From an optimization exercise on the open Yosys and OpenROAD flow, aimed at small area, a short achievable clock period and few clock cycles per item; shortcuts taken in it are not production practice.
No activity file was given, so power comes from the tool's default toggle rates.

==> flow/design.v (excerpt) <==
module pov_panel_top (
   input  logic                  clk_in,
   input  logic                  rst_in,
   input  logic                  host_req,
   input  logic                  host_sel,      
   input  logic [(1 + $clog2(8) + $clog2(16))-1:0] host_addr,     
   input  logic [(3 * 3)-1:0]  host_wdata,
   output logic                  host_ack,
   output logic [2:0]            rgb0,
   output logic [2:0]            rgb1,
   output logic                  led_clk,
   output logic                  led_latch,
   output logic                  led_output_enable,
   output logic [$clog2(8)-1:0]  hub75_address
);
For scale: about 3000 cells after synthesis, about 2400 flip-flops, about 34 I/O pins, ~52000 um2 of cells after synthesis.
Settings: LEC_CHECK=0, CAP_MARGIN=20, CORE_MARGIN=2, CORE_UTILIZATION=50, CTS_BUF_LIST=sky130_fd_sc_hd__clkbuf_16, CTS_CLUSTER_DIAMETER=100, CTS_CLUSTER_SIZE=30, SETUP_SLACK_MARGIN=5, SLEW_MARGIN=20, TNS_END_PERCENT=100; clock period 8.0 ns.
standard.sh (not shown) runs the stock make flow with config.mk's settings and CLKGATE_MAP_FILE= SYNTH_SCRIPT=/design/flow/synth_recipe.tcl, a recipe that flattens the netlist after the stock synthesis.
==> flow/flow/run.sh <==
#!/bin/bash
set -euo pipefail
KNOBS="SETUP_SLACK_MARGIN=5.4 MATCH_CELL_FOOTPRINT=0"
bash standard.sh $KNOBS place > make_place.log 2>&1
PLACE_ODB=orfs/results/sky130hd/pov_panel_top/base/3_place.odb \
  openroad -no_init -exit flow/pin_flops.tcl > pin_flops.log 2>&1
bash standard.sh $KNOBS finish > make_finish.log 2>&1
==> flow/flow/pin_flops.tcl <==
# Move the flip-flop behind each output port's buffer next to that buffer,
# then legalise. Reads and rewrites the placed database named in PLACE_ODB.
read_db $::env(PLACE_ODB)
set block [ord::get_db_block]
set moved 0
foreach bterm [$block getBTerms] {
  if {[$bterm getIoType] ne "OUTPUT"} { continue }
  set net [$bterm getNet]
  set buf ""
  foreach it [$net getITerms] {
    if {[$it isOutputSignal]} { set buf [$it getInst] }
  }
  if {$buf eq ""} { continue }
  set in_net ""
  foreach it [$buf getITerms] {
    if {[$it isInputSignal] && [$it getNet] ne "NULL"} { set in_net [$it getNet] }
  }
  if {$in_net eq ""} { continue }
  set ff ""
  foreach it [$in_net getITerms] {
    if {[$it isOutputSignal]} { set ff [$it getInst] }
  }
  if {$ff eq ""} { continue }
  set mname [[$ff getMaster] getName]
  if {![string match "sky130_fd_sc_hd__*df*" $mname]} { continue }
  lassign [$buf getLocation] bx by
  $ff setLocation $bx $by
  $ff setPlacementStatus PLACED
  incr moved
  puts "moved [$ff getName] ($mname) to the buffer of [$bterm getName] at $bx $by"
}
puts "moved $moved flip-flops"
detailed_placement
check_placement -verbose
write_db $::env(PLACE_ODB)
The baseline finished clean.
==> next run, changes <==
--- a/flow/design.v
+++ b/flow/design.v
@@ -7,55 +7,42 @@
    input  logic [(3 * 3)-1:0]  host_wdata,
    input  logic [$clog2(16)-1:0]  ph,            
    output logic                  host_ack,
    output logic                  wr_en,         
    output logic [$clog2(8):0]    wr_ring,       
    output logic [(3 * 3)-1:0]  wr_data,
-   output logic                  pend_v,
    output logic                  ctrl_enable,
    output logic [8-1:0] ctrl_unit
 );
-   logic [$clog2(16)-1:0] pend_slot;    
    logic [$clog2(16)-1:0] host_slot;
-   logic [$clog2(16)-1:0] ph_next;
    logic                 idle_q;       
    logic                 take_ctrl;
-   logic                 take_pix;
    assign host_slot = {host_addr[$clog2(16)-2:0], host_addr[$clog2(16)-1]};
-   assign ph_next   = ph + 1'b1;
    assign take_ctrl = idle_q && host_req && !host_sel;
-   assign take_pix  = idle_q && host_req && host_sel && !pend_v;
+   assign wr_en     = idle_q && host_req && host_sel && (host_slot == ph);
+   assign wr_ring   = host_addr[(1 + $clog2(8) + $clog2(16))-1:$clog2(16)];
+   assign wr_data   = host_wdata;
    always_ff @(posedge clk_in) begin
       if (rst_in) begin
          host_ack    <= 1'b0;
          idle_q      <= 1'b1;
          ctrl_enable <= 1'b0;
          ctrl_unit   <= {{(8-1){1'b0}}, 1'b1};
       end else begin
-         host_ack <= idle_q ? (take_ctrl || take_pix) : host_req;
+         host_ack <= idle_q ? (take_ctrl || wr_en) : host_req;
          if (!idle_q) begin
             idle_q <= !host_req;
-         end else if (take_ctrl || take_pix) begin
+         end else if (take_ctrl || wr_en) begin
             idle_q <= 1'b0;
          end
          if (take_ctrl) begin
             ctrl_enable <= host_wdata[0];
             ctrl_unit   <= host_wdata[(8 + 1)-1:1];
          end
       end
    end
-   always_ff @(posedge clk_in) begin
-      pend_v <= take_pix || (pend_v && !wr_en);
-      wr_en  <= take_pix ? (host_slot == ph_next)
-                         : (pend_v && !wr_en && (pend_slot == ph_next));
-      if (idle_q && !pend_v) begin
-         pend_slot <= host_slot;
-         wr_ring   <= host_addr[(1 + $clog2(8) + $clog2(16))-1:$clog2(16)];
-         wr_data   <= host_wdata;
-      end
-   end
 endmodule
 module frame_memory (
    input  logic                  clk_in,
    input  logic                  wr_en,
    input  logic [$clog2(8):0]    wr_ring,
    input  logic [(3 * 3)-1:0]  wr_data,
@@ -97,13 +84,12 @@
    end
 endmodule
 module scan_sequencer (
    input  logic                  clk_in,
    input  logic                  rst_in,
    input  logic                  enable,
-   input  logic                  pend_v,       
    input  logic                  lit_free,     
    input  logic [2:0]            rd_top,
    input  logic [2:0]            rd_bot,
    output logic [$clog2(16)-1:0]  ph,
    output logic [$clog2(8)-1:0]  rd_row,
    output logic [1:0]            rd_plane,
@@ -120,23 +106,22 @@
    localparam logic [1:0] S_DONE  = 2'd2;    
    logic [1:0]           sstate;
    logic                 turn;       
    logic [$clog2(8)-1:0] sh_row;     
    logic [1:0]           sh_plane;
    logic [$clog2(8)-1:0] lat_row;    
-   logic                 fresh;      
    logic                 allowed;
    logic                 latch_now;
    logic                 start;
    logic [5:0]           col_q;
    assign rd_row   = sh_row;
    assign rd_plane = sh_plane;
    assign lat_plane = (sh_plane == 2'd0) ? 2'd2 : sh_plane - 1'b1;
    assign lat_row   = ((sh_plane == 2'd2) || (sh_plane == 2'd1 && sstate != S_DONE))
                       ? sh_row : sh_row - 1'b1;
-   assign allowed   = (sh_plane != 2'd0) || (enable && !fresh);
+   assign allowed   = (sh_plane != 2'd0) || enable;
    assign latch_now = (sstate == S_DONE) && lit_free;
    assign start     = (ph == '0) && allowed && ((sstate == S_IDLE) || latch_now);
    always_ff @(posedge clk_in) begin
       ph <= ph + 1'b1;
    end
    always_ff @(posedge clk_in) begin
@@ -145,18 +130,16 @@
          turn      <= 1'b0;
          sh_row    <= '0;
          sh_plane  <= '0;
          led_clk    <= 1'b0;
          led_latch  <= 1'b0;
          lat_load_n <= 1'b1;
-         fresh      <= 1'b1;
       end else begin
          led_clk    <= (sstate == S_SHIFT) && ph[0];
          led_latch  <= latch_now;
          lat_load_n <= !latch_now;
-         if (!pend_v) fresh <= 1'b0;
          case (sstate)
             S_IDLE: begin
                if (start) begin
                   sstate <= S_SHIFT;
                   turn   <= 1'b0;
                end
@@ -245,13 +228,12 @@
    output logic                  led_output_enable,
    output logic [$clog2(8)-1:0]  hub75_address
 );
    logic                  wr_en;
    logic [$clog2(8):0]    wr_ring;
    logic [(3 * 3)-1:0]  wr_data;
-   logic                  pend_v;
    logic                  ctrl_enable;
    logic [8-1:0] ctrl_unit;
    logic [$clog2(16)-1:0]  ph;
    logic [$clog2(8)-1:0]  rd_row;
    logic [1:0]            rd_plane;
    logic [2:0]            rd_top;
@@ -268,13 +250,12 @@
       .host_wdata  (host_wdata),
       .ph          (ph),
       .host_ack    (host_ack),
       .wr_en       (wr_en),
       .wr_ring     (wr_ring),
       .wr_data     (wr_data),
-      .pend_v      (pend_v),
       .ctrl_enable (ctrl_enable),
       .ctrl_unit   (ctrl_unit)
    );
    frame_memory u_frame_memory (
       .clk_in   (clk_in),
       .wr_en    (wr_en),
@@ -286,13 +267,12 @@
       .rd_bot   (rd_bot)
    );
    scan_sequencer u_scan_sequencer (
       .clk_in        (clk_in),
       .rst_in        (rst_in),
       .enable        (ctrl_enable),
-      .pend_v        (pend_v),
       .lit_free      (lit_free),
       .rd_top        (rd_top),
       .rd_bot        (rd_bot),
       .ph            (ph),
       .rd_row        (rd_row),
       .rd_plane      (rd_plane),
The changed run ran to the end with no violations.
Total power falls by a few percent.
Hold slack gains 0.0086 ns.
Cell count barely changes.
Count of clock-buffer cells in the layout fell by 3.
Worst setup slack loses 0.19 ns.
Routed wire length goes down slightly.
First-iteration DRC count rose by about a fifth.
Sequential cell count falls by 20.
Via count goes up slightly.
Final area came out higher slightly.
Global-route usage went down by 0.25 points.
Synthesized cell count decreases slightly.
Non-clock buffer count rises by 34.
Register-to-register slack got worse by 0.15 ns.
No run of this note included a check of the RTL's function; only the layout flow was run.

[what the ideal ports hide]
No port has a modelled driver above. Below, the same layouts with a new extraction and two added sets of constraints. Step 1: set_driving_cell puts a clkbuf_16 on clk_in and a buf_2 on each other input, an assumption about the parent block. Step 2 moves the port delays by t, midway between the first and last clock arrival at a register: inputs arrive t later, outputs are due t later. That takes back most of the time a late clock gives input paths. Slacks: ideal / step 1 / step 2; pairs: ideal / step 1.
| run | shift t [ns] | setup slack, ns | worst slew at a driven data input, ns |
|---|---|---|---|
| the first run | 0.760 | 5.246 / 5.178 / 4.932 | 0.05 |
| the second run | 0.738 | 5.056 / 5.080 / 4.342 | 0.10 |
After both steps setup and hold are still met in every run listed. For the second run, which loses most, drivers alone change the setup slack by +0.024 ns; drivers and shift together by -0.714 ns.
